From an optimization exercise on the open Yosys and OpenROAD flow, aimed at small area; shortcuts taken in it are not production practice.
Function was not checked in any run shown here: the RTL went through the layout flow alone.
No activity file was given, so power comes from the tool's default toggle rates.

## design/flow/design.v

```verilog
package reg_file_pkg;
  localparam int REG_DATA_W   = 32;
  localparam int REG_ADDR_W   = 5;
  localparam int REG_NUM      = 32;
  localparam int REG_NUM_LOG2 = 5;
  localparam logic [REG_DATA_W-1:0] ZERO_WORD    = '0;
  localparam logic [REG_ADDR_W-1:0] NOP_REG_ADDR = '0;
  localparam logic WRITE_ENABLE  = 1'b1;
  localparam logic WRITE_DISABLE = 1'b0;
  localparam logic READ_ENABLE   = 1'b1;
  localparam logic READ_DISABLE  = 1'b0;
endpackage
module reg_file_rd_port
#(
  parameter int DATA_W   = reg_file_pkg::REG_DATA_W,
  parameter int ADDR_W   = reg_file_pkg::REG_ADDR_W,
  parameter int NUM_REGS = reg_file_pkg::REG_NUM
) (
  input  logic                           rst,
  input  logic                           re,
  input  logic [ADDR_W-1:0]              raddr,
  input  logic                           we,
  input  logic [ADDR_W-1:0]              waddr,
  input  logic [DATA_W-1:0]              wdata,
  input  logic [NUM_REGS-1:1]            rdable,
  input  logic [(NUM_REGS-1)*DATA_W-1:0] words,
  output logic [DATA_W-1:0]              rdata
);
  logic                act;
  logic [NUM_REGS-1:0] sel;
  assign act = !rst && (re == reg_file_pkg::READ_ENABLE) &&
               (raddr != reg_file_pkg::NOP_REG_ADDR);
  always_comb begin
    sel[0] = act && (we == reg_file_pkg::WRITE_ENABLE) && (waddr == raddr);
    for (int i = 1; i < NUM_REGS; i++) begin
      sel[i] = act && rdable[i] && (raddr == ADDR_W'(i));
    end
  end
  for (genvar b = 0; b < DATA_W; b++) begin : g_bit
    logic [NUM_REGS-1:0] cand;
    logic [10:0]         part_n;
    logic [2:0]          grp;
    assign cand[0] = wdata[b];
    for (genvar i = 1; i < NUM_REGS; i++) begin : g_cand
      assign cand[i] = words[(i-1)*DATA_W + b];
    end
    for (genvar g = 0; g < 10; g++) begin : g_aoi
      rf_aoi222 u_aoi (
        .a0 (cand[3*g]),   .b0 (sel[3*g]),
        .a1 (cand[3*g+1]), .b1 (sel[3*g+1]),
        .a2 (cand[3*g+2]), .b2 (sel[3*g+2]),
        .y  (part_n[g])
      );
    end
    rf_aoi22 u_aoi_last (
      .a0 (cand[30]), .b0 (sel[30]),
      .a1 (cand[31]), .b1 (sel[31]),
      .y  (part_n[10])
    );
    rf_nand4 u_nand_0 (.a(part_n[0]), .b(part_n[1]), .c(part_n[2]),  .d(part_n[3]), .y(grp[0]));
    rf_nand4 u_nand_1 (.a(part_n[4]), .b(part_n[5]), .c(part_n[6]),  .d(part_n[7]), .y(grp[1]));
    rf_nand3 u_nand_2 (.a(part_n[8]), .b(part_n[9]), .c(part_n[10]),                 .y(grp[2]));
    rf_or3   u_or     (.a(grp[0]),    .b(grp[1]),    .c(grp[2]),                     .y(rdata[b]));
  end
endmodule
module rf_aoi222 (
  input  logic a0, b0, a1, b1, a2, b2,
  output logic y
);
  assign y = !((a0 && b0) || (a1 && b1) || (a2 && b2));
endmodule
module rf_aoi22 (
  input  logic a0, b0, a1, b1,
  output logic y
);
  assign y = !((a0 && b0) || (a1 && b1));
endmodule
module rf_nand4 (
  input  logic a, b, c, d,
  output logic y
);
  assign y = !(a && b && c && d);
endmodule
module rf_nand3 (
  input  logic a, b, c,
  output logic y
);
  assign y = !(a && b && c);
endmodule
module rf_or3 (
  input  logic a, b, c,
  output logic y
);
  assign y = a || b || c;
endmodule
module reg_file
#(
  parameter int DATA_W   = reg_file_pkg::REG_DATA_W,
  parameter int ADDR_W   = reg_file_pkg::REG_ADDR_W,
  parameter int NUM_REGS = reg_file_pkg::REG_NUM
) (
  input  logic              clk,
  input  logic              rst,
  input  logic              we,
  input  logic [ADDR_W-1:0] waddr,
  input  logic [DATA_W-1:0] wdata,
  input  logic              re1,
  input  logic [ADDR_W-1:0] raddr1,
  output logic [DATA_W-1:0] rdata1,
  input  logic              re2,
  input  logic [ADDR_W-1:0] raddr2,
  output logic [DATA_W-1:0] rdata2
);
  logic [(NUM_REGS-1)*DATA_W-1:0] words_q;
  logic [NUM_REGS-1:1]            valid_q;
  logic [NUM_REGS-1:1]            wen;
  logic [NUM_REGS-1:1]            rdable;
  always_comb begin
    for (int i = 1; i < NUM_REGS; i++) begin
      wen[i] = (we == reg_file_pkg::WRITE_ENABLE) && (waddr == ADDR_W'(i));
    end
  end
  assign rdable = valid_q & ~wen;
  always_ff @(posedge clk) begin
    for (int i = 1; i < NUM_REGS; i++) begin
      if (wen[i]) begin
        words_q[(i-1)*DATA_W +: DATA_W] <= wdata;
      end
    end
  end
  always_ff @(posedge clk) begin
    if (rst) begin
      valid_q <= '0;
    end else begin
      valid_q <= valid_q | wen;
    end
  end
  reg_file_rd_port #(.DATA_W(DATA_W), .ADDR_W(ADDR_W), .NUM_REGS(NUM_REGS)) u_rd_port1 (
    .rst    (rst),
    .re     (re1),
    .raddr  (raddr1),
    .we     (we),
    .waddr  (waddr),
    .wdata  (wdata),
    .rdable (rdable),
    .words  (words_q),
    .rdata  (rdata1)
  );
  reg_file_rd_port #(.DATA_W(DATA_W), .ADDR_W(ADDR_W), .NUM_REGS(NUM_REGS)) u_rd_port2 (
    .rst    (rst),
    .re     (re2),
    .raddr  (raddr2),
    .we     (we),
    .waddr  (waddr),
    .wdata  (wdata),
    .rdable (rdable),
    .words  (words_q),
    .rdata  (rdata2)
  );
endmodule
```

## design/flow/run.sh

```bash
#!/bin/bash
# synth_recipe.tcl (not shown) runs the flow's synth.tcl, then flattens the netlist and writes it again
# the make line also repeats each setting of config.mk as NAME=value (left out here)
make -C /OpenROAD-flow-scripts/flow DESIGN_CONFIG=/design/flow/config.mk WORK_HOME=/design/flow/orfs CLKGATE_MAP_FILE= SYNTH_SCRIPT=/design/flow/synth_recipe.tcl finish
```

## design/flow/config.mk

```make
export PLATFORM = sky130hd
export DESIGN_NAME = reg_file
export DESIGN_NICKNAME = reg_file
export VERILOG_FILES = /design/flow/design.v
export SDC_FILE = /design/flow/constraint.sdc
export NUM_CORES = 4
export LEC_CHECK = 0
export CAP_MARGIN = 20
export CORE_MARGIN = 2
export CORE_UTILIZATION = 25
export PLACE_DENSITY = 0.35
export SLEW_MARGIN = 20
export SYNTH_HIERARCHICAL = 1
export SYNTH_MINIMUM_KEEP_SIZE = 0
```

## design/flow/constraint.sdc

```tcl
create_clock -name core_clock -period 8.0 [get_ports {clk}]
set_input_delay 1.6000 -clock core_clock [delete_from_list [all_inputs] [get_ports {clk}]]
set_output_delay 1.6000 -clock core_clock [all_outputs]
set_load 0.01 [all_outputs]
```

==> flow_summary.yaml, run 1 <==
clock_tree:
  clkSinkCount: 1023
  cts_buffers: 117
  cts-root-buf: "clkbuf_16"
  hold_buffers: 0
  clkLatencyLatePin_ns: 0.73
  cts_tree: "built"
  clkTransAtPathRegs_ns: 0.06
  cts_buffer_depth: 3
  post_cts_buffers: 0
  ctsResizeCount: 0
  h-tree-depth: 3
sta:
  setup-violations-final: 0
  totalNegativeSetupSlack_ns: 0
  rsz0062_at_grt: "no"
  hold_violations: 0
  maxSlewViolCount: 0
  fin_ws_ns: 0.397
  period_share: 0.950
  slew_headroom: 0.176
  min_period_ns: 7.60
  fmax_ghz: 0.132
  tightest_slew_ns: 1.24
  finClkSkew_ns: 0
grt:
  antenna_found_initial: 13
  first_global_vias: 30319
  grt.overflow.total: 0
  grt_pass1_wl_um: 264000
  grt_max_degree: 34
  grt_util_all_layers: 0.230
drt:
  viasPerCell: 6.32
  route.detailed.drc: 0
  ant_nets: 0
  num_vias: 30984
  routed_wl_um: 200000
  dr.pass1.iters: 11
  wl_per_cell_um: 40.7
  drt_iter0_markers: 6400
finish:
  layout.cells.most_common: "edfxtp_1"
  syn_to_final_growth_pct: 22.0
  drive_above_1_share: 0.175
  stdcell_area_um2: 49900
  final_util: 0.307
  final_cell_mix: "edfxtp_1 (992), a222oi_1 (640), nand4_1 (129)"
  nets: 2670
power:
  total_leakage_power_nw: 15.5
  power.density_nw_per_um2: 235
  ir_worst_vdd_uv: 170
critical_path:
  cp_max_fo: 20
  crit_path_end_kind: "output pin"
  required_ns: 6.40
  cp_data_arrival_time_ns: 6.00
  path_class: "input pin to output pin"
  cp-start-kind: "input pin"
synth:
  netlist.area_leader.share: 0.728
  synthCells: 2281
  synthesis.area_um2: 40900
  synth_edf_count: 992
  yosys.area.top_type: "edfxtp_1"
  synth.area.top_cells: "edfxtp_1 (73%), a222oi_1 (16%), nand4_1 (2.0%)"
  syn-num-nets: 2333
  synth.distinct_cells: 32
  yosys_warnings: 8
  syn_avg_cell_area_um2: 17.9
  ys_seq_area_frac: 0.743
  synth_seq_cells: 1023
  synthArstFlopShare: 0
  ys.flop_type: "edfxtp_1"
flow_run:
  cap_violations: 0
placed_design:
  dp_slack_ns: 0.426
  gp_congestion: 0.819
  place_area_um2: 46000
  io_buffers: 115
  dpl.hpwl_um: 114000
die:
  die_y_um: 409
  ios: 116
  die_w_um: 409
  core_um2: 163000
  core.rowCount: 148
  start_util: 0.252
  die_area_um2: 167000
status:
  status: "complete, no violations"
hold_path:
  hold_class: "flop to flop"
-- modules after synthesis (local to each module, per instance), excerpt --
module | cells | flip-flops and latches | copies in the design | cell area, um^2
reg_file | 1191 | 1023 | 1 | 31300
rf_aoi22 | 1 | 0 | 64 | 12.5
rf_aoi222 | 1 | 0 | 640 | 10.0
rf_nand3 | 1 | 0 | 64 | 5.00
rf_nand4 | 1 | 0 | 128 | 6.26
rf_or3 | 1 | 0 | 64 | 6.26
-- layout make-up --
type / instances / area, um^2
sequential: 1023 / 30400
clock buffer: 145 / 3080
multi-input combinational: 1201 / 10600
antenna: 8 / 20.0
timing repair buffer: 244 / 2170
clock inverter: 75 / 813
inverter: 31 / 116
fill: 16049 / 113000
tap: 2175 / 2720
-- final timing paths --
path | startpoint | to | slack [ns] | cells after the start
worst max-delay path | waddr[1] | rdata2[3] | 0.40 | 10
worst min-delay path | valid_q[26]$_SDFF_PP0_ | valid_q[26]$_SDFF_PP0_ | 0.48 | 2
worst max register to register | valid_q[17]$_SDFF_PP0_ | valid_q[17]$_SDFF_PP0_ | 7.29 | 2
worst min register to register | valid_q[26]$_SDFF_PP0_ | valid_q[26]$_SDFF_PP0_ | 0.48 | 2
-- sequential cells by signal (all words and copies together), names as in the netlist --
| register | cells |
|---|---|
| words_q | 992 |
| valid_q | 31 |
-- report_power, final --
group / internal, mW / switching [mW]
Combinational: 0.0537 / 0.187
Sequential: 5.94 / 0.0309
Clock: 3.26 / 2.26
Total: 9.26 / 2.48
-- cells in the mapped netlist (all sizes together), types with 4 or more instances --
library cell / n
nor2b: 4
or3: 66
a22oi: 64
inv: 31
xor2: 8
o21a: 24
dfxtp: 31
buf: 8
nor4: 4
edfxtp: 992
o31a: 7
and4b: 4
or3b: 4
a222oi: 640
o22ai: 31
nand2: 6
nor3: 13
and4: 4
and3: 56
nor2: 40
nand4: 129
clkbuf: 18
nand3: 64
nand2b: 10
nand3b: 4
and2b: 6
-- routing by layer --
metal | part of all wire | global-route usage | vias up
li1 | - | - | 11917
met1 | 0.41 | 0.311 | 16424
met4 | 0.038 | 0.0912 | 0
met2 | 0.45 | 0.352 | 2233
met3 | 0.11 | 0.0578 | 410
met5 | 0 | 0 | -
-- per-stage QoR --
step | total power, mW | hold WS, ns | instances
6_report | 11.7 | 0.476 | 4902
5_1_grt | 12.1 | 0.497 | 4894
4_1_cts | 11.9 | 0.476 | 4894
3_5_place_dp | 6.33 | 0.468 | 4674
3_3_place_gp | 6.32 | 0.460 | 4674
2_1_floorplan | 6.13 | 0.450 | 2281
-- cells by family (layout without fill, tap and decap cells) --
| kind of cell | Yosys count | after routing | synth area share |
|---|---|---|---|
| DFF | 1023 | 1023 | 0.743 |
| other | 0 | 8 | 0 |
| AOI/OAI and AO/OA | 768 | 768 | 0.187 |
| xor gates and xnor gates | 8 | 8 | 0.00171 |
| and+or+nand+nor | 425 | 425 | 0.0624 |
| buffers and inverters | 57 | 495 | 0.00547 |
-- critical path, cell delays in order --
cell             delay (ns)
clkdlybuf4s50_1        0.64
buf_4                  0.30
nand2_1                0.40
o21a_1                 0.33
and3_2                 0.48
buf_4                  0.42
a222oi_1               0.45
nand3_1                0.28
or3_1                  0.53
clkdlybuf4s50_1        0.54
==> run 2, diff against run 1 <==
--- a/design/flow/config.mk
+++ b/design/flow/config.mk
@@ -9,4 +9,4 @@
 export CORE_MARGIN = 2
-export CORE_UTILIZATION = 25
-export PLACE_DENSITY = 0.35
+export CORE_UTILIZATION = 60
+export PLACE_DENSITY = 0.7
 export SLEW_MARGIN = 20
==> flow_summary.yaml, run 2 <==
die:
  start_util: 0.608
  die_area_um2: 70300
  die_w_um: 265
  core.rowCount: 95
  core_um2: 67300
  die_y_um: 265
  ios: 116
critical_path:
  cp_cell_sequence: "clkdlybuf4s50_1 > or4b_1 > o21a_1 > and4b_2 > buf_4 > a222oi_1 > nand4_1 > or3_1 > clkdlybuf4s50_1"
  rrSetupSlack_ns: 7.33
  path_class: "input pin to output pin"
  crit_path_end_kind: "output pin"
  cpPeakStageDelay_ns: 0.90
  slowest_stage: "or4b_1"
  cp_data_arrival_time_ns: 5.99
  cp_max_fo: 22
  cp_common_cell: "clkdlybuf4s50_1"
  r2r_cells: 2
  required_ns: 6.40
  rr_endpoint: "valid_q[21]$_SDFF_PP0_"
  r2r-start: "valid_q[21]$_SDFF_PP0_"
  cp-start-kind: "input pin"
synth:
  synth.area.top_cells: "edfxtp_1 (73%), a222oi_1 (16%), nand4_1 (2.0%)"
  synth_edf_count: 992
  synth_common_cells: "edfxtp_1 (992), a222oi_1 (640), nand4_1 (129)"
  synth_top_family_by_area: "compound AO/OA/AOI/OAI gates"
  synth_fa_ha_area_frac: 0
  synthArstFlopShare: 0
  yosys.area.top_type: "edfxtp_1"
  synth.distinct_cells: 32
  synth_compound_area_frac: 0.187
  yosys_warnings: 8
  synth_seq_cells: 1023
  netlist.area_leader.share: 0.728
  ys_seq_area_frac: 0.743
  synthCells: 2281
  syn_avg_cell_area_um2: 17.9
  syn-num-nets: 2333
  synthMuxAreaShare: 0
  synthesis.area_um2: 40900
  ys.flop_type: "edfxtp_1"
  yosysMostFrequentCell: "edfxtp_1"
  synth-xor-area-share: 0.00171
  synthSimpleGateAreaFrac: 0.0624
sta:
  rsz0062_at_grt: "no"
  min_period_ns: 7.59
  tightest_slew_ns: 1.33
  maxSlewViolCount: 0
  fin_ws_ns: 0.409
  hold_violations: 0
  fmax_ghz: 0.132
  finClkSkew_ns: 0
  period_share: 0.949
  setup-violations-final: 0
  totalNegativeSetupSlack_ns: 0
  hold_ws_ns: 0.478
  slew_headroom: 0.116
finish:
  final_cell_mix: "edfxtp_1 (992), a222oi_1 (640), nand4_1 (129)"
  fin_cells: 3563
  largest_reg_flops: 992
  syn_to_final_growth_pct: 16.5
  regMostFlops: "words_q"
  final_util: 0.709
  layout.cells.most_common: "edfxtp_1"
  reg_top3: "words_q x992, valid_q x31"
  stdcell_area_um2: 47700
  drive_above_1_share: 0.159
  nets: 2650
power:
  power_mw: 11.1
  total_leakage_power_nw: 15.3
  power.density_nw_per_um2: 232
  ir_worst_vdd_uv: 185
status:
  status: "complete, no violations"
clock_tree:
  h-tree-depth: 3
  clkLatencyLatePin_ns: 0.64
  cts_buffers: 102
  ctsResizeCount: 0
  clkSinkCount: 1023
  cts-root-buf: "clkbuf_16"
  cts_buffer_depth: 3
  clkTransAtPathRegs_ns: 0.06
  hold_buffers: 0
  post_cts_buffers: 0
  cts_tree: "built"
placed_design:
  gp_congestion: 1.01
  place_area_um2: 44300
  dpl.cell_count: 3366
  io_buffers: 115
  dpl.hpwl_um: 88500
  dp_slack_ns: 0.559
drt:
  viasPerCell: 9.05
  num_vias: 32233
  route.detailed.drc: 0
  ant_nets: 0
  wl_per_cell_um: 44.9
  dr.pass1.iters: 17
  drt_iter0_markers: 10001
  routed_wl_um: 160000
hold_path:
  hold_class: "flop to flop"
  holdPathStages: 2
  min_from: "valid_q[3]$_SDFF_PP0_"
  holdPathEnd: "valid_q[3]$_SDFF_PP0_"
grt:
  grt_max_degree: 34
  antenna_found_initial: 11
  grt_util_all_layers: 0.448
  grt.overflow.total: 0
  first_global_vias: 31466
  grt_pass1_wl_um: 222000
flow_run:
  cap_violations: 0
run 2: cells by family (layout without fill, tap and decap cells):
logic type | after synthesis | after routing
AO/OA/AOI/OAI | 768 | 768
XOR/XNOR | 8 | 8
buffers and inverters | 57 | 456
flip-flops | 1023 | 1023
other | 0 | 10
AND/OR/NAND/NOR | 425 | 425
run 2: per-layer routing:
metal / track usage / part of all wire
met2: 0.620 / 0.42
met3: 0.198 / 0.20
met1: 0.584 / 0.32
met5: 0.00485 / 0.00069
met4: 0.271 / 0.067
run 2: power by group:
group	internal, mW	total [mW]	leakage (nW)	switching, mW
sequential	5.94	5.98	9.19	0.0337
combinational	0.0505	0.221	4.44	0.170
clock	2.83	4.86	1.64	2.02
run 2: per-module statistics from Yosys, one instance, submodules excluded, excerpt:
module	cells	copies in the design
rf_or3	1	64
rf_aoi22	1	64
rf_nand4	1	128
rf_aoi222	1	640
rf_nand3	1	64
reg_file	1191	1
run 2: worst max-delay path by stage:
stage / startpoint / to / slack [ns] / depth (start not counted)
4_1_cts: waddr[1] / rdata1[14] / 0.50 / 9
5_1_grt: waddr[1] / rdata1[14] / 0.27 / 9
3_5_place_dp: waddr[1] / rdata1[14] / 0.56 / 9
6_report: waddr[1] / rdata1[14] / 0.41 / 9
2_1_floorplan: waddr[1] / rdata1[0] / 2.50 / 8
3_3_place_gp: waddr[3] / rdata1[14] / 0.41 / 9
run 2: critical path, delay by kind of cell:
kind	cells	cell delay (ns)
AND/OR/NAND/NOR	4	2.09
buffers and inverters	3	1.66
AO/OA/AOI/OAI	2	0.60
run 2: cell type report:
cell class / instances / area [um^2]
Antenna cell: 10 / 25.0
Clock buffer: 126 / 2650
Clock inverter: 60 / 701
Fill cell: 4322 / 19600
Inverter: 31 / 116
Multi-Input combinational cell: 1201 / 10500
Sequential cell: 1023 / 30400
Tap cell: 873 / 1090
Timing Repair Buffer: 239 / 2130

afterwards: timing with drivers on the ports:
No port has a modelled driver above. Below, the same layouts with a new extraction and two added sets of constraints. Step 1, drivers: a clkbuf_16 drives clk and a buf_2 each remaining input, both assumed. Step 2 adds t to the input delays and takes it off the output delays; t is the mean of the earliest and latest rising clock arrival at the registers after step 1. Input paths then give back, and output paths get back, about the clock's delay inside the block. a / b / c = no drivers / after step 1 / after step 2; a / b = the first two.
run | t, ns | setup slack, ns | latest minus earliest clock arrival (ns) | pins driven straight from the clock port
run 1 | 0.817 | 0.397 / 0.358 / 0.358 | 0.028 / 0.028 | 1
run 2 | 0.724 | 0.409 / 0.375 / 0.375 | 0.038 / 0.037 | 1
After both steps every run listed still meets setup and hold. For run 1, which loses most, drivers alone change the setup slack by -0.039 ns; drivers and shift together by -0.039 ns.
